From an optimization exercise on the open Yosys and OpenROAD flow, aimed at a short achievable clock period and few clock cycles; shortcuts taken in it are not production practice. Only simulation tests tie the RTL to the original design; equivalence was not proved. Power is estimated from default activity; no workload was simulated.

File: design/flow/design.v
package rv_isa_pkg;
	typedef enum logic [6:0] {
		OP     = 7'b0110011,
		OP_IMM = 7'b0010011,
		LOAD   = 7'b0000011,
		STORE  = 7'b0100011,
		BRANCH = 7'b1100011,
		JAL    = 7'b1101111,
		JALR   = 7'b1100111,
		LUI    = 7'b0110111,
		AUIPC  = 7'b0010111
	} opcode_t;
	typedef struct packed {
		logic [6:0] funct7;
		logic [4:0] rs2;
		logic [4:0] rs1;
		logic [2:0] funct3;
		logic [4:0] rd;
		opcode_t    opcode;
	} r_fmt_t;
	typedef struct packed {
		logic [11:0] imm;
		logic [4:0]  rs1;
		logic [2:0]  funct3;
		logic [4:0]  rd;
		opcode_t     opcode;
	} i_fmt_t;
	typedef struct packed {
		logic [6:0] imm_hi;    
		logic [4:0] rs2;
		logic [4:0] rs1;
		logic [2:0] funct3;
		logic [4:0] imm_lo;    
		opcode_t    opcode;
	} s_fmt_t;
	typedef struct packed {
		logic       imm12;
		logic [5:0] imm10_5;
		logic [4:0] rs2;
		logic [4:0] rs1;
		logic [2:0] funct3;
		logic [3:0] imm4_1;
		logic       imm11;
		opcode_t    opcode;
	} b_fmt_t;
	typedef struct packed {
		logic       imm20;
		logic [9:0] imm10_1;
		logic       imm11;
		logic [7:0] imm19_12;
		logic [4:0] rd;
		opcode_t    opcode;
	} j_fmt_t;
	typedef struct packed {
		logic [19:0] imm31_12;
		logic [4:0]  rd;
		opcode_t     opcode;
	} u_fmt_t;
	typedef union packed {
		r_fmt_t r;
		i_fmt_t i;
		s_fmt_t s;
		b_fmt_t b;
		j_fmt_t j;
		u_fmt_t u;
	} inst_t;
	localparam logic [2:0] F3_ADD  = 3'b000;
	localparam logic [2:0] F3_SLL  = 3'b001;
	localparam logic [2:0] F3_SLT  = 3'b010;
	localparam logic [2:0] F3_SLTU = 3'b011;
	localparam logic [2:0] F3_XOR  = 3'b100;
	localparam logic [2:0] F3_SR   = 3'b101;    
	localparam logic [2:0] F3_OR   = 3'b110;
	localparam logic [2:0] F3_AND  = 3'b111;
	localparam logic [2:0] F3_LB   = 3'b000;
	localparam logic [2:0] F3_LH   = 3'b001;
	localparam logic [2:0] F3_LW   = 3'b010;
	localparam logic [2:0] F3_LBU  = 3'b100;
	localparam logic [2:0] F3_LHU  = 3'b101;
	localparam logic [2:0] F3_BEQ  = 3'b000;
	localparam logic [2:0] F3_BNE  = 3'b001;
	localparam logic [2:0] F3_BLT  = 3'b100;
	localparam logic [2:0] F3_BGE  = 3'b101;
	localparam logic [2:0] F3_BLTU = 3'b110;
	localparam logic [2:0] F3_BGEU = 3'b111;
endpackage
package core_pkg;
	localparam int XLEN  = 32;
	localparam int NREGS = 32;
	typedef logic [XLEN-1:0]          word_t;
	typedef logic [$clog2(NREGS)-1:0] reg_idx_t;
	typedef enum logic [3:0] {
		ALU_ADD,
		ALU_SUB,
		ALU_SLL,
		ALU_SLT,
		ALU_SLTU,
		ALU_XOR,
		ALU_SRL,
		ALU_SRA,
		ALU_OR,
		ALU_AND,
		ALU_PASS_B    
	} alu_op_t;
	typedef enum logic [2:0] {
		IMM_I,
		IMM_S,
		IMM_B,
		IMM_J,
		IMM_U
	} imm_sel_t;
	typedef enum logic [1:0] {
		WB_LOAD,
		WB_ALU,
		WB_PC4
	} wb_sel_t;
	typedef struct packed {
		logic     reg_we;
		logic     a_pc;       
		logic     b_imm;      
		alu_op_t  alu_op;
		imm_sel_t imm_sel;
		wb_sel_t  wb_sel;
		logic     mem_we;
		logic     is_branch;
		logic     is_jump;
	} ctrl_t;
	typedef struct packed {
		word_t addr;     
		word_t wdata;
		logic  we;
	} dmem_req_t;
endpackage
`timescale 1ns/10ps
module pg_op (
	input  logic gh,
	input  logic ph,
	input  logic gl,
	input  logic pl,
	output logic g,
	output logic p
);
	assign g = gh | (ph & gl);
	assign p = ph & pl;
endmodule
module g_op (
	input  logic gh,
	input  logic ph,
	input  logic gl,
	output logic g
);
	assign g = gh | (ph & gl);
endmodule
module ks_add32 (
	input  logic [31:0] a,
	input  logic [31:0] b,
	input  logic        cin,
	output logic [31:0] sum,
	output logic        cout
);
	logic [31:0] gg [6];
	logic [31:0] pp [6];
	logic [31:0] p0;
	assign p0 = a ^ b;
	assign pp[0] = p0;
	assign gg[0][31:1] = a[31:1] & b[31:1];
	g_op u_g0 (.gh(a[0] & b[0]), .ph(p0[0]), .gl(cin), .g(gg[0][0]));
	for (genvar k = 0; k < 5; k++) begin : g_lvl
		for (genvar i = 0; i < 32; i++) begin : g_bit
			if (i >= (1 << k)) begin : g_op_i
				pg_op u_pg (
					.gh(gg[k][i]), .ph(pp[k][i]),
					.gl(gg[k][i - (1 << k)]), .pl(pp[k][i - (1 << k)]),
					.g(gg[k+1][i]), .p(pp[k+1][i])
				);
			end else begin : g_pass
				assign gg[k+1][i] = gg[k][i];
				assign pp[k+1][i] = pp[k][i];
			end
		end
	end
	assign sum  = p0 ^ {gg[5][30:0], cin};
	assign cout = gg[5][31];
endmodule
module ks_cout32 (
	input  logic [31:0] a,
	input  logic [31:0] b,
	input  logic        cin,
	output logic        cout
);
	logic [31:0] g1, p1;
	logic [15:0] g2, p2;
	logic [7:0]  g3, p3;
	logic [3:0]  g4, p4;
	logic [1:0]  g5, p5;
	assign p1 = a ^ b;
	assign g1[31:1] = a[31:1] & b[31:1];
	g_op u_g0 (.gh(a[0] & b[0]), .ph(p1[0]), .gl(cin), .g(g1[0]));
	for (genvar i = 0; i < 16; i++) begin : g_l2
		pg_op u (.gh(g1[2*i+1]), .ph(p1[2*i+1]), .gl(g1[2*i]), .pl(p1[2*i]), .g(g2[i]), .p(p2[i]));
	end
	for (genvar i = 0; i < 8; i++) begin : g_l3
		pg_op u (.gh(g2[2*i+1]), .ph(p2[2*i+1]), .gl(g2[2*i]), .pl(p2[2*i]), .g(g3[i]), .p(p3[i]));
	end
	for (genvar i = 0; i < 4; i++) begin : g_l4
		pg_op u (.gh(g3[2*i+1]), .ph(p3[2*i+1]), .gl(g3[2*i]), .pl(p3[2*i]), .g(g4[i]), .p(p4[i]));
	end
	for (genvar i = 0; i < 2; i++) begin : g_l5
		pg_op u (.gh(g4[2*i+1]), .ph(p4[2*i+1]), .gl(g4[2*i]), .pl(p4[2*i]), .g(g5[i]), .p(p5[i]));
	end
	g_op u_top (.gh(g5[1]), .ph(p5[1]), .gl(g5[0]), .g(cout));
endmodule
module fwd3 (
	input  logic        sm,
	input  logic        sw,
	input  logic        sn,
	input  logic [31:0] xm,
	input  logic [31:0] xw,
	input  logic [31:0] xn,
	output logic [31:0] y
);
	assign y = ({32{sm}} & xm) | ({32{sw}} & xw) | ({32{sn}} & xn);
endmodule
module res_sel (
	input  logic [31:0] sum,
	input  logic        sel_sum,
	input  logic [31:0] rest,
	output logic [31:0] y
);
	assign y = ({32{sel_sum}} & sum) | rest;
endmodule
`timescale 1ns/10ps
module rv_core (
	input  logic        clk,
	input  logic        reset,
	output logic [31:0] imem_addr,
	input  logic [31:0] imem_data,
	output logic [64:0] dmem_req,
	input  logic [31:0] dmem_rdata
);
	localparam logic [6:0] OPC_OP     = 7'b0110011;
	localparam logic [6:0] OPC_OP_IMM = 7'b0010011;
	localparam logic [6:0] OPC_LOAD   = 7'b0000011;
	localparam logic [6:0] OPC_STORE  = 7'b0100011;
	localparam logic [6:0] OPC_BRANCH = 7'b1100011;
	localparam logic [6:0] OPC_JAL    = 7'b1101111;
	localparam logic [6:0] OPC_JALR   = 7'b1100111;
	localparam logic [6:0] OPC_LUI    = 7'b0110111;
	localparam logic [6:0] OPC_AUIPC  = 7'b0010111;
	logic [31:0] pc_f;
	localparam int NB = 8;
	logic [NB-1:0] btb_v;
	logic [31:1]   btb_tag [NB];
	logic [31:1]   btb_tgt [NB];
	logic [1:0]    btb_ctr [NB];
	logic [NB-1:0] btb_bwd;
	logic [2:0]    btb_lc [NB];
	logic [2:0]    btb_lt [NB];
	logic [NB-1:0] btb_lv;
	logic [NB-1:0] btb_ex;
	logic [$clog2(NB)-1:0] btb_ptr;
	logic          req_v;         
	logic [31:1]   req_tag;
	logic [31:1]   req_tgt;
	logic          req_bwd;
	logic [NB-1:0] req_inv;       
	logic          upd_v;         
	logic [NB-1:0] upd_vec;
	logic          upd_taken;
	logic        v_d;
	logic [31:0] ir_d;
	logic [31:0] pc_d;
	logic [31:0] sel1_d;         
	logic [31:0] sel2_d;         
	logic [31:0] sel1v_d;        
	logic [31:0] sel2v_d;        
	logic        byp1_d;         
	logic        byp2_d;
	logic [NB-1:0] hvec_d;
	logic        hit_d, pred_d;
	logic [31:1] ptgt_d;
	logic        v_e;
	logic        regwe_e;        
	logic [4:0]  rd_e;
	logic        load_e;
	logic        memwe_e;
	logic        br_e;
	logic [5:0]  bt_e;           
	logic        k1_e;           
	logic        jalr_e;
	logic        pred_e;         
	logic        hit_e;
	logic [NB-1:0] hvec_e;
	logic [31:0] pc_e;
	logic [31:1] ptgt_e;         
	logic        pre_sel_e;      
	logic [7:0]  rs_e;           
	logic [31:0] pre_e;
	logic [2:0]  f3_e;           
	logic [2:0]  lf3_e;          
	logic        sub_e;          
	logic        sra_e;
	logic [31:0] a_e;            
	logic [31:0] s_e;            
	logic [31:0] s_n_e;          
	logic [31:0] bx_e;           
	logic        fa_m, fa_w, fa_n;    
	logic        fb_m, fb_w, fb_n;    
	logic        fs_m, fs_w, fs_n;    
	logic [31:0] brt_e;          
	logic [31:0] pc4_e;
	logic        v_m;
	logic        regwe_m;
	logic [4:0]  rd_m;
	logic        load_m;
	logic [2:0]  f3_m;
	logic [31:0] res_m;
	logic [31:0] res_m_n;        
	logic [31:0] daddr_q;
	logic [31:0] dwdata_q;
	logic        dwe_q;
	logic        jalr_m;         
	logic        jpred_m;        
	logic [31:1] jptgt_m;
	logic [31:1] jt_m;           
	logic [31:0] pc_m;
	logic [NB-1:0] hvec_m;
	logic        v_w;
	logic        regwe_w;
	logic [4:0]  rd_w;
	logic [31:0] res_w;          
	logic [31:0] res_w_n;        
	logic [31:0] regs [32];      
	logic [31:1] rvalid;         
	logic [31:0] ia_q;
	assign imem_addr = ia_q;
	assign dmem_req  = {daddr_q, dwdata_q, dwe_q};
	logic [NB-1:0] hvec_f;
	logic [31:1]   ptgt_f;
	logic [1:0]    pctr_f;
	logic          pex_f;
	logic          hit_f, pred_f;
	logic [31:0]   sel1_f, sel2_f;
	logic          jal_f, bwd_f;      
	logic [31:0]   tj_f, tb_f;        
	always_comb begin
		ptgt_f = '0;
		pctr_f = '0;
		pex_f  = 1'b0;
		for (int i = 0; i < NB; i++) begin
			hvec_f[i] = btb_v[i] && (btb_tag[i] == pc_f[31:1]);
			if (hvec_f[i]) begin
				ptgt_f = ptgt_f | btb_tgt[i];
				pctr_f = pctr_f | btb_ctr[i];
				pex_f  = pex_f | btb_ex[i];
			end
		end
		hit_f = |hvec_f;
	end
	assign jal_f  = (imem_data[6:0] == OPC_JAL);
	assign bwd_f  = (imem_data[6:0] == OPC_BRANCH) && imem_data[31];
	ks_add32 u_tj (.a(pc_f), .b({{11{imem_data[31]}}, imem_data[31], imem_data[19:12], imem_data[20],
		imem_data[30:21], 1'b0}), .cin(1'b0), .sum(tj_f), .cout());
	ks_add32 u_tb (.a(pc_f), .b({{19{imem_data[31]}}, imem_data[31], imem_data[7], imem_data[30:25],
		imem_data[11:8], 1'b0}), .cin(1'b0), .sum(tb_f), .cout());
	logic [31:0] pc4_f;
	ks_add32 u_pc4f (.a(pc_f), .b(32'd4), .cin(1'b0), .sum(pc4_f), .cout());
	assign pred_f = hit_f ? (pctr_f[1] && !pex_f) : (jal_f || bwd_f);
	always_comb begin
		for (int i = 0; i < 32; i++) begin
			sel1_f[i] = (i != 0) && (imem_data[19:15] == i[4:0]);
			sel2_f[i] = (i != 0) && (imem_data[24:20] == i[4:0]);
		end
	end
	logic wb_en;
	assign wb_en = v_w && regwe_w;
	logic [31:0] rvalid_n, wm_n, dec1_n, dec2_n, rvalid32;
	assign rvalid32 = {rvalid, 1'b0};
	always_comb begin
		for (int i = 0; i < 32; i++) begin
			rvalid_n[i] = (i != 0) && (rvalid32[i] || (wb_en && rd_w == i[4:0]));
			wm_n[i]     = v_m && regwe_m && (rd_m == i[4:0]);
		end
	end
	assign dec1_n = stall ? sel1_d : sel1_f;
	assign dec2_n = stall ? sel2_d : sel2_f;
	logic [6:0] opc_d;
	logic [2:0] f3_d;
	logic [4:0] rs1_d, rs2_d, rd_d;
	logic is_op_d, is_opimm_d, is_load_d, is_store_d, is_br_d;
	logic is_jal_d, is_jalr_d, is_lui_d, is_auipc_d;
	logic use1_d, use2_d, regwe_d, bimm_d, sub_d, pre_sel_d;
	logic [31:0] imm_i_d, imm_s_d, imm_b_d, imm_j_d, imm_u_d;
	logic [31:0] rf1_d, rf2_d, rv1_d, rv2_d;
	logic [31:0] tgt_d;
	logic [31:0] pc4_d;
	assign opc_d = ir_d[6:0];
	assign f3_d  = ir_d[14:12];
	assign rd_d  = ir_d[11:7];
	assign rs1_d = ir_d[19:15];
	assign rs2_d = ir_d[24:20];
	assign is_op_d    = (opc_d == OPC_OP);
	assign is_opimm_d = (opc_d == OPC_OP_IMM);
	assign is_load_d  = (opc_d == OPC_LOAD);
	assign is_store_d = (opc_d == OPC_STORE);
	assign is_br_d    = (opc_d == OPC_BRANCH);
	assign is_jal_d   = (opc_d == OPC_JAL);
	assign is_jalr_d  = (opc_d == OPC_JALR);
	assign is_lui_d   = (opc_d == OPC_LUI);
	assign is_auipc_d = (opc_d == OPC_AUIPC);
	assign use1_d  = is_op_d || is_opimm_d || is_load_d || is_store_d || is_br_d || is_jalr_d;
	assign use2_d  = is_op_d || is_store_d || is_br_d;
	assign regwe_d = (is_op_d || is_opimm_d || is_load_d || is_jal_d || is_jalr_d
		|| is_lui_d || is_auipc_d) && (rd_d != 5'd0);
	assign bimm_d  = !(is_op_d || is_br_d);
	assign pre_sel_d = is_lui_d || is_auipc_d || is_jal_d || is_jalr_d;
	assign sub_d   = (is_op_d && f3_d == 3'b000 && ir_d[30])
		|| ((is_op_d || is_opimm_d) && (f3_d == 3'b010 || f3_d == 3'b011));
	assign imm_i_d = {{20{ir_d[31]}}, ir_d[31:20]};
	assign imm_s_d = {{20{ir_d[31]}}, ir_d[31:25], ir_d[11:7]};
	assign imm_b_d = {{19{ir_d[31]}}, ir_d[31], ir_d[7], ir_d[30:25], ir_d[11:8], 1'b0};
	assign imm_j_d = {{11{ir_d[31]}}, ir_d[31], ir_d[19:12], ir_d[20], ir_d[30:21], 1'b0};
	assign imm_u_d = {ir_d[31:12], 12'b0};
	always_comb begin
		rf1_d = {32{byp1_d}} & res_w;
		rf2_d = {32{byp2_d}} & res_w;
		for (int i = 1; i < 32; i++) begin
			rf1_d = rf1_d | ({32{sel1v_d[i]}} & regs[i]);
			rf2_d = rf2_d | ({32{sel2v_d[i]}} & regs[i]);
		end
		rv1_d = rf1_d;
		rv2_d = rf2_d;
	end
	logic [31:0] tgtj_d, tgtb_d, auipc_d;
	ks_add32 u_tgtj (.a(pc_d), .b(imm_j_d), .cin(1'b0), .sum(tgtj_d), .cout());
	ks_add32 u_tgtb (.a(pc_d), .b(imm_b_d), .cin(1'b0), .sum(tgtb_d), .cout());
	ks_add32 u_pc4d (.a(pc_d), .b(32'd4), .cin(1'b0), .sum(pc4_d), .cout());
	ks_add32 u_auipc (.a(pc_d), .b(imm_u_d), .cin(1'b0), .sum(auipc_d), .cout());
	assign tgt_d = is_jal_d ? tgtj_d : tgtb_d;
	logic m1_e, m2_e, m1_m, m2_m;
	assign m1_e = v_e && regwe_e && (rd_e == rs1_d);
	assign m2_e = v_e && regwe_e && (rd_e == rs2_d);
	assign m1_m = v_m && regwe_m && (rd_m == rs1_d);
	assign m2_m = v_m && regwe_m && (rd_m == rs2_d);
	logic [31:0] a, b, b2, s;
	logic [32:0] sum;
	logic [31:0] alu, res_e, sra, sll, srl;
	logic        lt_a, ltu_a;
	logic        eq, lt, ltu, cond;
	logic        ex_redir;
	logic [31:0] ex_tgt;
	logic [31:0] a_ad, b_ad;
	fwd3 u_fa  (.sm(fa_m), .sw(fa_w), .sn(fa_n), .xm(res_m), .xw(res_w), .xn(a_e), .y(a));
	fwd3 u_fs  (.sm(fs_m), .sw(fs_w), .sn(fs_n), .xm(res_m), .xw(res_w), .xn(s_e), .y(s));
	fwd3 u_fb  (.sm(fb_m), .sw(fb_w), .sn(fb_n), .xm(res_m), .xw(res_w), .xn(bx_e), .y(b));
	fwd3 u_fa2 (.sm(fa_m), .sw(fa_w), .sn(fa_n), .xm(res_m), .xw(res_w), .xn(a_e), .y(a_ad));
	fwd3 u_fb2 (.sm(fb_m), .sw(fb_w), .sn(fb_n), .xm(res_m ^ {32{sub_e}}), .xw(res_w ^ {32{sub_e}}),
		.xn(bx_e), .y(b_ad));
	assign b2 = b_ad;
	logic [31:0] a_sh, b_sh;
	fwd3 u_fa3 (.sm(fa_m), .sw(fa_w), .sn(fa_n), .xm(res_m), .xw(res_w), .xn(a_e), .y(a_sh));
	fwd3 u_fb3 (.sm(fb_m), .sw(fb_w), .sn(fb_n), .xm(res_m), .xw(res_w), .xn(bx_e), .y(b_sh));
	ks_add32 u_alu_add (.a(a_ad), .b(b_ad), .cin(sub_e), .sum(sum[31:0]), .cout(sum[32]));
	assign ltu_a = !sum[32];
	assign lt_a  = (a[31] == b2[31]) ? a[31] : sum[31];    
	assign sra   = $signed(a_sh) >>> b_sh[4:0];
	assign sll   = a_sh << b_sh[4:0];
	assign srl   = a_sh >> b_sh[4:0];
	logic [31:0] res_rest;
	res_sel u_res (.sum(sum[31:0]), .sel_sum(rs_e[0]), .rest(res_rest), .y(res_e));
	assign res_rest = ({32{rs_e[1]}} & sll)
		| ({32{rs_e[2]}} & {31'b0, lt_a})
		| ({32{rs_e[3]}} & {31'b0, ltu_a})
		| ({32{rs_e[4]}} & (a ^ b))
		| ({32{rs_e[5] && sra_e}} & sra)
		| ({32{rs_e[5] && !sra_e}} & srl)
		| ({32{rs_e[6]}} & (a | b))
		| ({32{rs_e[7]}} & (a & b))
		| ({32{pre_sel_e}} & pre_e);
	logic [8:0] c_e;             
	logic eq_mw, eq_mn, eq_wn, eq_nm, eq_nw, eq_nn;
	logic lt_mw, lt_mn, lt_wm, lt_wn, lt_nm, lt_nw, lt_nn;
	logic lu_mw, lu_mn, lu_wm, lu_wn, lu_nm, lu_nw, lu_nn;
	logic ge_mw, ge_mn, ge_wm, ge_wn, ge_nm, ge_nw, ge_nn;
	logic geu_mw, geu_mn, geu_wm, geu_wn, geu_nm, geu_nw, geu_nn;
	assign eq_mw = (res_m == res_w);
	assign eq_mn = (res_m == s_e);
	assign eq_wn = (res_w == s_e);
	assign eq_nm = (a_e == res_m);
	assign eq_nw = (a_e == res_w);
	assign eq_nn = (a_e == s_e);
	ks_cout32 u_lt_mw (.a({!res_m[31], res_m[30:0]}), .b({res_w[31], res_w_n[30:0]}), .cin(1'b1), .cout(ge_mw));
	ks_cout32 u_lu_mw (.a(res_m), .b(res_w_n), .cin(1'b1), .cout(geu_mw));
	assign lt_mw = !ge_mw;
	assign lu_mw = !geu_mw;
	ks_cout32 u_lt_mn (.a({!res_m[31], res_m[30:0]}), .b({s_e[31], s_n_e[30:0]}), .cin(1'b1), .cout(ge_mn));
	ks_cout32 u_lu_mn (.a(res_m), .b(s_n_e), .cin(1'b1), .cout(geu_mn));
	assign lt_mn = !ge_mn;
	assign lu_mn = !geu_mn;
	ks_cout32 u_lt_wm (.a({!res_w[31], res_w[30:0]}), .b({res_m[31], res_m_n[30:0]}), .cin(1'b1), .cout(ge_wm));
	ks_cout32 u_lu_wm (.a(res_w), .b(res_m_n), .cin(1'b1), .cout(geu_wm));
	assign lt_wm = !ge_wm;
	assign lu_wm = !geu_wm;
	ks_cout32 u_lt_wn (.a({!res_w[31], res_w[30:0]}), .b({s_e[31], s_n_e[30:0]}), .cin(1'b1), .cout(ge_wn));
	ks_cout32 u_lu_wn (.a(res_w), .b(s_n_e), .cin(1'b1), .cout(geu_wn));
	assign lt_wn = !ge_wn;
	assign lu_wn = !geu_wn;
	ks_cout32 u_lt_nm (.a({!a_e[31], a_e[30:0]}), .b({res_m[31], res_m_n[30:0]}), .cin(1'b1), .cout(ge_nm));
	ks_cout32 u_lu_nm (.a(a_e), .b(res_m_n), .cin(1'b1), .cout(geu_nm));
	assign lt_nm = !ge_nm;
	assign lu_nm = !geu_nm;
	ks_cout32 u_lt_nw (.a({!a_e[31], a_e[30:0]}), .b({res_w[31], res_w_n[30:0]}), .cin(1'b1), .cout(ge_nw));
	ks_cout32 u_lu_nw (.a(a_e), .b(res_w_n), .cin(1'b1), .cout(geu_nw));
	assign lt_nw = !ge_nw;
	assign lu_nw = !geu_nw;
	ks_cout32 u_lt_nn (.a({!a_e[31], a_e[30:0]}), .b({s_e[31], s_n_e[30:0]}), .cin(1'b1), .cout(ge_nn));
	ks_cout32 u_lu_nn (.a(a_e), .b(s_n_e), .cin(1'b1), .cout(geu_nn));
	assign lt_nn = !ge_nn;
	assign lu_nn = !geu_nn;
	assign eq  = c_e[8] | (c_e[7] & eq_mw) | (c_e[6] & eq_mn) | (c_e[5] & eq_mw) | c_e[4]
		| (c_e[3] & eq_wn) | (c_e[2] & eq_nm) | (c_e[1] & eq_nw) | (c_e[0] & eq_nn);
	assign lt  = (c_e[7] & lt_mw) | (c_e[6] & lt_mn) | (c_e[5] & lt_wm)
		| (c_e[3] & lt_wn) | (c_e[2] & lt_nm) | (c_e[1] & lt_nw) | (c_e[0] & lt_nn);
	assign ltu = (c_e[7] & lu_mw) | (c_e[6] & lu_mn) | (c_e[5] & lu_wm)
		| (c_e[3] & lu_wn) | (c_e[2] & lu_nm) | (c_e[1] & lu_nw) | (c_e[0] & lu_nn);
	assign cond = |(bt_e & {!ltu, ltu, !lt, lt, !eq, eq});
	assign ex_redir = v_e && br_e && !k1_e && (cond != pred_e);
	assign ex_tgt   = pred_e ? pc4_e : brt_e;
	logic m_redir;
	assign m_redir = jalr_m && !(jpred_m && jptgt_m == jt_m);
	logic [1:0]  a10_m;
	logic [7:0]  lane_b;
	logic [15:0] lane_h;
	logic [31:0] load_val;
	assign a10_m = res_m[1:0];
	always_comb begin
		case (a10_m)
			2'd0: lane_b = dmem_rdata[7:0];
			2'd1: lane_b = dmem_rdata[15:8];
			2'd2: lane_b = dmem_rdata[23:16];
			default: lane_b = dmem_rdata[31:24];
		endcase
		lane_h = a10_m[1] ? dmem_rdata[31:16] : dmem_rdata[15:0];
		case (f3_m)
			3'b000:  load_val = {{24{lane_b[7]}}, lane_b};
			3'b001:  load_val = {{16{lane_h[15]}}, lane_h};
			3'b010:  load_val = dmem_rdata;
			3'b100:  load_val = {24'b0, lane_b};
			3'b101:  load_val = {16'b0, lane_h};
			default: load_val = 32'b0;
		endcase
	end
	logic stall;
	logic [31:0] pc_seq;         
	logic [31:0] pc_next;
	logic        s_tj, s_tb;     
	assign stall = v_d && v_e && load_e && regwe_e
		&& ((use1_d && rs1_d == rd_e) || (use2_d && rs2_d == rd_e));
	always_comb begin
		if (m_redir)
			pc_seq = {jt_m, 1'b0};
		else if (stall)
			pc_seq = pc_f;
		else if (hit_f && pred_f)
			pc_seq = {ptgt_f, 1'b0};
		else
			pc_seq = pc4_f;
	end
	assign s_tj = !m_redir && !stall && !hit_f && jal_f;
	assign s_tb = !m_redir && !stall && !hit_f && bwd_f;
	assign pc_next = (ex_redir && !m_redir) ? ex_tgt
		: (({32{s_tj}} & tj_f) | ({32{s_tb}} & tb_f) | ({32{!s_tj && !s_tb}} & pc_seq));
	always_ff @(posedge clk or posedge reset) begin
		if (reset) begin
			pc_f   <= 32'b0;
			v_d    <= 1'b0;
			v_e    <= 1'b0;
			v_m    <= 1'b0;
			v_w    <= 1'b0;
			dwe_q  <= 1'b0;
			jalr_m <= 1'b0;
		end else begin
			pc_f   <= pc_next;
			if (m_redir || ex_redir)
				v_d <= 1'b0;
			else if (!stall)
				v_d <= 1'b1;
			v_e    <= v_d && !m_redir && !ex_redir && !stall;
			v_m    <= v_e && !m_redir;
			dwe_q  <= v_e && memwe_e && !m_redir;
			jalr_m <= v_e && jalr_e && !m_redir;
			v_w    <= v_m;
		end
	end
	always_ff @(posedge clk) begin
		ia_q <= reset ? 32'b0 : pc_next;
		sel1v_d <= dec1_n & rvalid_n & ~wm_n;
		sel2v_d <= dec2_n & rvalid_n & ~wm_n;
		byp1_d  <= |(dec1_n & wm_n);
		byp2_d  <= |(dec2_n & wm_n);
		if (!stall) begin
			ir_d   <= imem_data;
			sel1_d <= sel1_f;
			sel2_d <= sel2_f;
			pc_d   <= pc_f;
			hvec_d <= hvec_f;
			hit_d  <= hit_f;
			pred_d <= pred_f;
			ptgt_d <= ptgt_f;
		end
		begin
			regwe_e   <= regwe_d;
			rd_e      <= rd_d;
			load_e    <= is_load_d;
			memwe_e   <= is_store_d && (f3_d == 3'b010);
			br_e      <= is_br_d;
			bt_e      <= {is_br_d && f3_d == 3'b111, is_br_d && f3_d == 3'b110,
			              is_br_d && f3_d == 3'b101, is_br_d && f3_d == 3'b100,
			              is_br_d && f3_d == 3'b001, is_br_d && f3_d == 3'b000};
			jalr_e    <= is_jalr_d;
			k1_e      <= (imm_b_d == 32'd4);
			pred_e    <= pred_d;
			hit_e     <= hit_d;
			hvec_e    <= hvec_d;
			pc_e      <= pc_d;
			ptgt_e    <= ptgt_d;
			pre_sel_e <= pre_sel_d;
			pre_e     <= is_lui_d ? imm_u_d : is_auipc_d ? auipc_d : pc4_d;
			f3_e      <= (is_op_d || is_opimm_d) ? f3_d : 3'b000;
			for (int i = 0; i < 8; i++)
				rs_e[i] <= pre_sel_d ? 1'b0 : ((is_op_d || is_opimm_d) ? (f3_d == i[2:0]) : (i == 0));
			lf3_e     <= f3_d;
			sub_e     <= sub_d;
			sra_e     <= ir_d[30];
			a_e       <= rv1_d;
			s_e       <= rv2_d;
			s_n_e     <= ~rv2_d;
			bx_e      <= (!bimm_d ? rv2_d : is_store_d ? imm_s_d : imm_i_d) ^ {32{sub_d}};
			fa_m      <= m1_e;
			fa_w      <= m1_m && !m1_e;
			fa_n      <= !m1_m && !m1_e;
			fb_m      <= m2_e && !bimm_d;
			fb_w      <= m2_m && !m2_e && !bimm_d;
			fb_n      <= !(m2_m || m2_e) || bimm_d;
			fs_m      <= m2_e;
			fs_w      <= m2_m && !m2_e;
			fs_n      <= !m2_m && !m2_e;
			c_e       <= {m1_e && m2_e, m1_e && !m2_e && m2_m, m1_e && !m2_e && !m2_m,
			              !m1_e && m1_m && m2_e, !m1_e && m1_m && !m2_e && m2_m,
			              !m1_e && m1_m && !m2_e && !m2_m,
			              !m1_e && !m1_m && m2_e, !m1_e && !m1_m && !m2_e && m2_m,
			              !m1_e && !m1_m && !m2_e && !m2_m};
			brt_e     <= tgt_d;
			pc4_e     <= pc4_d;
		end
		regwe_m  <= regwe_e;
		rd_m     <= rd_e;
		load_m   <= load_e;
		f3_m     <= lf3_e;
		res_m    <= res_e;
		res_m_n  <= ~res_e;
		daddr_q  <= sum[31:0];
		dwdata_q <= s;
		jpred_m  <= pred_e;
		jptgt_m  <= ptgt_e;
		if (jalr_e)
			jt_m <= sum[31:1];
		pc_m     <= pc_e;
		hvec_m   <= hvec_e;
		regwe_w <= regwe_m;
		rd_w    <= rd_m;
		res_w   <= load_m ? load_val : res_m;
		res_w_n <= ~(load_m ? load_val : res_m);
	end
	logic e_alloc;
	assign e_alloc = v_e && br_e && !hit_e && cond;
	always_ff @(posedge clk or posedge reset) begin
		if (reset) begin
			req_v   <= 1'b0;
			upd_v   <= 1'b0;
			btb_v   <= '0;
			btb_ptr <= '0;
		end else begin
			req_v <= m_redir || e_alloc;
			upd_v <= v_e && br_e && hit_e;
			btb_v <= btb_v & ~req_inv;
			if (req_v) begin
				btb_v[btb_ptr] <= 1'b1;
				btb_ptr <= btb_ptr + 1'b1;
			end
		end
	end
	always_ff @(posedge clk) begin
		if (m_redir) begin
			req_tag <= pc_m[31:1];
			req_tgt <= jt_m;
			req_bwd <= 1'b0;
		end else begin
			req_tag <= pc_e[31:1];
			req_tgt <= brt_e[31:1];
			req_bwd <= brt_e[31:1] < pc_e[31:1];
		end
		req_inv   <= m_redir ? hvec_m : '0;
		upd_vec   <= hvec_e;
		upd_taken <= cond;
		if (upd_v) begin
			for (int i = 0; i < NB; i++) begin
				if (upd_vec[i]) begin
					if (upd_taken && btb_ctr[i] != 2'b11)
						btb_ctr[i] <= btb_ctr[i] + 1'b1;
					else if (!upd_taken && btb_ctr[i] != 2'b00)
						btb_ctr[i] <= btb_ctr[i] - 1'b1;
					if (upd_taken) begin
						btb_lc[i] <= btb_lc[i] + 3'd1;
						if (btb_lc[i] == 3'd7)
							btb_lv[i] <= 1'b0;
						btb_ex[i] <= btb_bwd[i] && btb_lv[i] && (btb_lc[i] != 3'd7)
							&& (btb_lc[i] + 3'd1 == btb_lt[i]);
					end else begin
						btb_lc[i] <= 3'd0;
						btb_lt[i] <= btb_lc[i];
						btb_lv[i] <= (btb_lc[i] != 3'd7);
						btb_ex[i] <= btb_bwd[i] && (btb_lc[i] == 3'd0);
					end
				end
			end
		end
		if (req_v) begin
			btb_tag[btb_ptr] <= req_tag;
			btb_tgt[btb_ptr] <= req_tgt;
			btb_ctr[btb_ptr] <= 2'b11;
			btb_bwd[btb_ptr] <= req_bwd;
			btb_lc[btb_ptr]  <= 3'd1;
			btb_lv[btb_ptr]  <= 1'b0;
			btb_ex[btb_ptr]  <= 1'b0;
		end
	end
	always_ff @(posedge clk or posedge reset) begin
		if (reset)
			rvalid <= '0;
		else if (wb_en)
			rvalid[rd_w] <= 1'b1;
	end
	always_ff @(posedge clk) begin
		if (wb_en)
			regs[rd_w] <= res_w;
	end
endmodule
File: design/flow/flow/run.sh
#!/bin/bash
# The standard layout (standard.sh), with stronger timing repair:
#  - sizing may change a cell's footprint (the platform default forbids it)
#  - port buffers are buf_4 cells (every port still gets its own buffer)
# All tool output stays in the ORFS logs under orfs/logs, and standard.log.
set -o pipefail
MARGIN=${MARGIN:-7.5}
TNS=${TNS:-100}
sed -E "s/SETUP_SLACK_MARGIN=[^ ]+/SETUP_SLACK_MARGIN=$MARGIN/; s/TNS_END_PERCENT=[^ ]+/TNS_END_PERCENT=$TNS/; s/^make -C ([^ ]+) /make -C \1 MATCH_CELL_FOOTPRINT=0 BUFFER_PORTS_ARGS='-buffer_cell sky130_fd_sc_hd__buf_4' /" standard.sh > my_standard.sh
bash my_standard.sh > standard.log 2>&1
File: design/flow/standard.sh
#!/bin/bash
# synth_recipe.tcl (not shown) runs the flow's synth.tcl, then flattens the netlist and writes it again
# the make line also repeats each setting of config.mk as NAME=value (left out here)
make -C /OpenROAD-flow-scripts/flow DESIGN_CONFIG=/design/flow/config.mk WORK_HOME=/design/flow/orfs CLKGATE_MAP_FILE= SYNTH_SCRIPT=/design/flow/synth_recipe.tcl "${@:-finish}"
File: design/flow/config.mk
export PLATFORM = sky130hd
export DESIGN_NAME = rv_core
export DESIGN_NICKNAME = rv_core
export VERILOG_FILES = /design/flow/design.v
export SDC_FILE = /design/flow/constraint.sdc
export NUM_CORES = 4
export LEC_CHECK = 0
export ABC_CLOCK_PERIOD_IN_PS = 3000
export CAP_MARGIN = 20
export CORE_MARGIN = 2
export CORE_UTILIZATION = 35
export SETUP_SLACK_MARGIN = 5
export SLEW_MARGIN = 20
export SYNTH_HIERARCHICAL = 1
export TNS_END_PERCENT = 100
File: design/flow/constraint.sdc
create_clock -name core_clock -period 11.0 [get_ports {clk}]
set_input_delay 2.2000 -clock core_clock [delete_from_list [all_inputs] [get_ports {clk}]]
set_output_delay 2.2000 -clock core_clock [all_outputs]
set_load 0.01 [all_outputs]
==> results.txt <==
[layout make-up]
type / instances / area, sq um / area share
Multi-Input combinational cell: 8652 / 70150 / 0.4199
Clock inverter: 163 / 1784 / 0.01068
Clock buffer: 371 / 8079 / 0.04835
Inverter: 558 / 2133 / 0.01277
Timing Repair Buffer: 719 / 7594 / 0.04545
Antenna cell: 54 / 135.1 / 0.0008088
Tap cell: 5287 / 6615 / 0.03959
Sequential cell: 2650 / 70590 / 0.4225
[power breakdown]
part / total, mW / switching [mW] / internal [mW] / leakage, nW
Combinational: 16.2 / 9.54 / 6.69 / 42.7
Sequential: 14.7 / 2.25 / 12.4 / 23.8
Clock: 10.2 / 4.42 / 5.81 / 4.81
Total: 41.1 / 16.2 / 24.9 / 71.4
[metal layers]
| layer | up-vias | share of wire |
|---|---|---|
| met5 | - | 0.00048 |
| met4 | 16 | 0.075 |
| met3 | 2285 | 0.14 |
| met2 | 9771 | 0.41 |
| met1 | 57991 | 0.38 |
| li1 | 48216 | - |
[critical path: cells and delay by family, from the launching register on]
family	cells	cell delay (ns)
AO/OA/AOI/OAI	9	2.03
AND/OR/NAND/NOR	4	0.99
buffers and inverters	3	0.51
flip-flops	1	0.38
adder cells (fa/ha/maj)	1	0.27
[cell usage in the layout (no fill, tap or decap), drive strengths merged, types with 82 or more instances in the layout]
master / n
edfxtp: 1656
mux2i: 181
buf: 691
nand3: 273
ha: 838
o21ai: 249
a22oi: 900
clkbuf: 399
inv: 566
mux2: 145
a21o: 1510
a22o: 144
conb: 108
xor2: 579
and2: 1151
nand2: 293
clkinv: 117
nor2: 294
a222oi: 300
xnor2: 295
nand4: 288
nor4: 105
dfxtp: 912
a21oi: 221
a221oi: 178
dfrtp: 82
[through the flow]
stage	utilization	setup slack (ns)	cell area, sq um	hold WS [ns]
after floorplan	-	7.081	142700	0.3096
after global placement	0.3734	5.086	150100	0.3103
after detailed placement	0.3735	5.349	150200	0.3121
after CTS	0.4095	6.710	164600	0.3115
after global routing	0.4154	6.586	167000	0.3110
final	0.4156	6.674	167100	0.3168
[path summary, 6_finish.rpt]
check,startpoint,end,slack (ns),cells past startpoint
worst max register to register,a_e[0]$_DFF_P_,ia_q[26]$_SDFF_PP0_,6.67,17
min in group asynchronous,reset,pc_f[0]$_DFF_PP0_,1.75,2
max in group asynchronous,reset,dwe_q$_DFF_PP0_,7.77,3
worst min-delay path,ptgt_e[15]$_DFF_P_,jptgt_m[15]$_DFF_P_,0.32,0
worst max-delay path,a_e[0]$_DFF_P_,ia_q[26]$_SDFF_PP0_,6.67,17
worst min register to register,ptgt_e[15]$_DFF_P_,jptgt_m[15]$_DFF_P_,0.32,0
[timing repair]
action,4_1_cts,5_1_grt
gates cloned,26,8
endpoints found under the setup margin,460,362
buffers inserted,152,97
pin swaps,97,149
resized for setup,673,315
==> qor.yml <==
grt:
  grt_use_met2: 0.4366
  grt_use_met3: 0.1044
  grt_max_degree: 97
  grtUsageTotal: 0.3046
  grt_pass1_wl_mm: 879.0
  grt-ovfl-total: 0
  antenna_found_initial: 60
  use_met1: 0.3942
  grt_pass1_vias: 110660
  grt.busiest_layer: "met2"
layout:
  fillers: 37718
  largest-register: "regs"
  largest_reg_flops: 992
  drive_above_1_share: 0.1661
  num-nets-final: 13778
  top_regs: "regs: 992 flops, btb_tag: 248 flops, btb_tgt: 248 flops"
  area_growth_pct: 18.47
  finalNonFillerCells: 18454
routing:
  dr.pass1.iters: 14
  postRouteAntennaNets: 0
  drt_drc_violations_left: 0
  vias: 118279
  vias_per_cell: 6.409
  routedWlPerCell_microns: 35.45
  drt_iter0_markers: 22578
  wl_mm: 654.1
placed_design:
  place_hpwl_mm: 412.1
  dp.cells: 17583
  place.gp.congestion: 0.9818
  port_buffers: 162
timing:
  tns_ns: 0
  min_period_ns: 4.326
  fmax_mhz: 231.2
  relSlewSlack: 0.1189
  hold_viol: 0
  worst_clock_skew_ns: 0.1245
  period_share: 0.3933
  drv_slew: 0
  worst_pin_slew_ns: 1.322
  rsz0062_at_grt: "yes"
  setup_viol: 0
synthesis:
  yosys_warnings: 13
  synth_cells: 12384
  postSynthAreaPerCell_sq_um: 11.39
  syn-cell-area_sq_um: 141000
clock_network:
  worst_skew_pair.late_latency_ns: 1.02
  cts_tree: "built"
  cts_hold_buf: 0
  clock_sinks: 2650
  path_clk_slew_ns: 0.06
  htree_num_levels: 5
  cts_made_buffers: 293
  cts_root_buf: "clkbuf_16"
  cts_max_path_buffers: 4
floorplanning:
  die_h_microns: 638.8
  coreArea_sq_um: 402000
  row_count: 233
  initial_utilization: 0.3508
  die-width_microns: 638.8
  io_pins: 163
  die_area_sq_um: 408000
power_and_ir_drop:
  finalPower_mw: 41.12
  leakagePower_nw: 71.36
  ir_drop_mv: 0.2060
  powerDensity_nw_per_um2: 246.1
run_status:
  status: "timing/DRC/antenna clean"
critical_path:
  slowest_delay_ns: 0.49
  crit_arrival_ns: 5.19
  cpMostUsedCell: "a21o_1"
  cpMaxStageDelayCell: "or4_4"
  crit_type: "register to register"
  cp_max_fo: 8
  startpoint_type: "register"
  cp.required_ns: 11.86
  crit_path_cell_trace: "buf_6, ha_1, a21o_1, a21o_1, a21o_1, a21o_1, a21o_1, a21o_1, o2111ai_2, nor3_2, nand4b_1, buf_6, or4_4, a211o_4, and2_4, clkbuf_16, a211oi_2"
  crit_path_end_kind: "register"
worst_hold_path:
  hold_path.class: "register to register"
job:
  max_cap_viol_count: 0
Testbench counts, summed over its fixed seeds: cycles 41,087.

==> port drivers added, routing unchanged <==
The results above use ideal ports. As a check the final layout listed here was re-extracted and re-timed, cells and wires unchanged.
Step 1, drivers: a clkbuf_16 drives clk and a buf_2 each remaining input, both assumed.
Step 2 times the ports against the registers' clock, not the clock port: input delays grow and output delays shrink by t, the midpoint of the rising clock arrivals with the driver on.
Slacks: ideal / step 1 / step 2; pairs: ideal / step 1.
t, ns: 1.055
setup slack, ns: 6.674 / 6.674 / 5.997
worst setup path at the end: input to register
clock arrival spread, ns: 0.128 / 0.128
worst data-port slew with drivers (ns): 0.24
After both steps this run still meets setup and hold. The setup slack of this run moves by 0.000 ns with the drivers and by -0.677 ns with both steps.
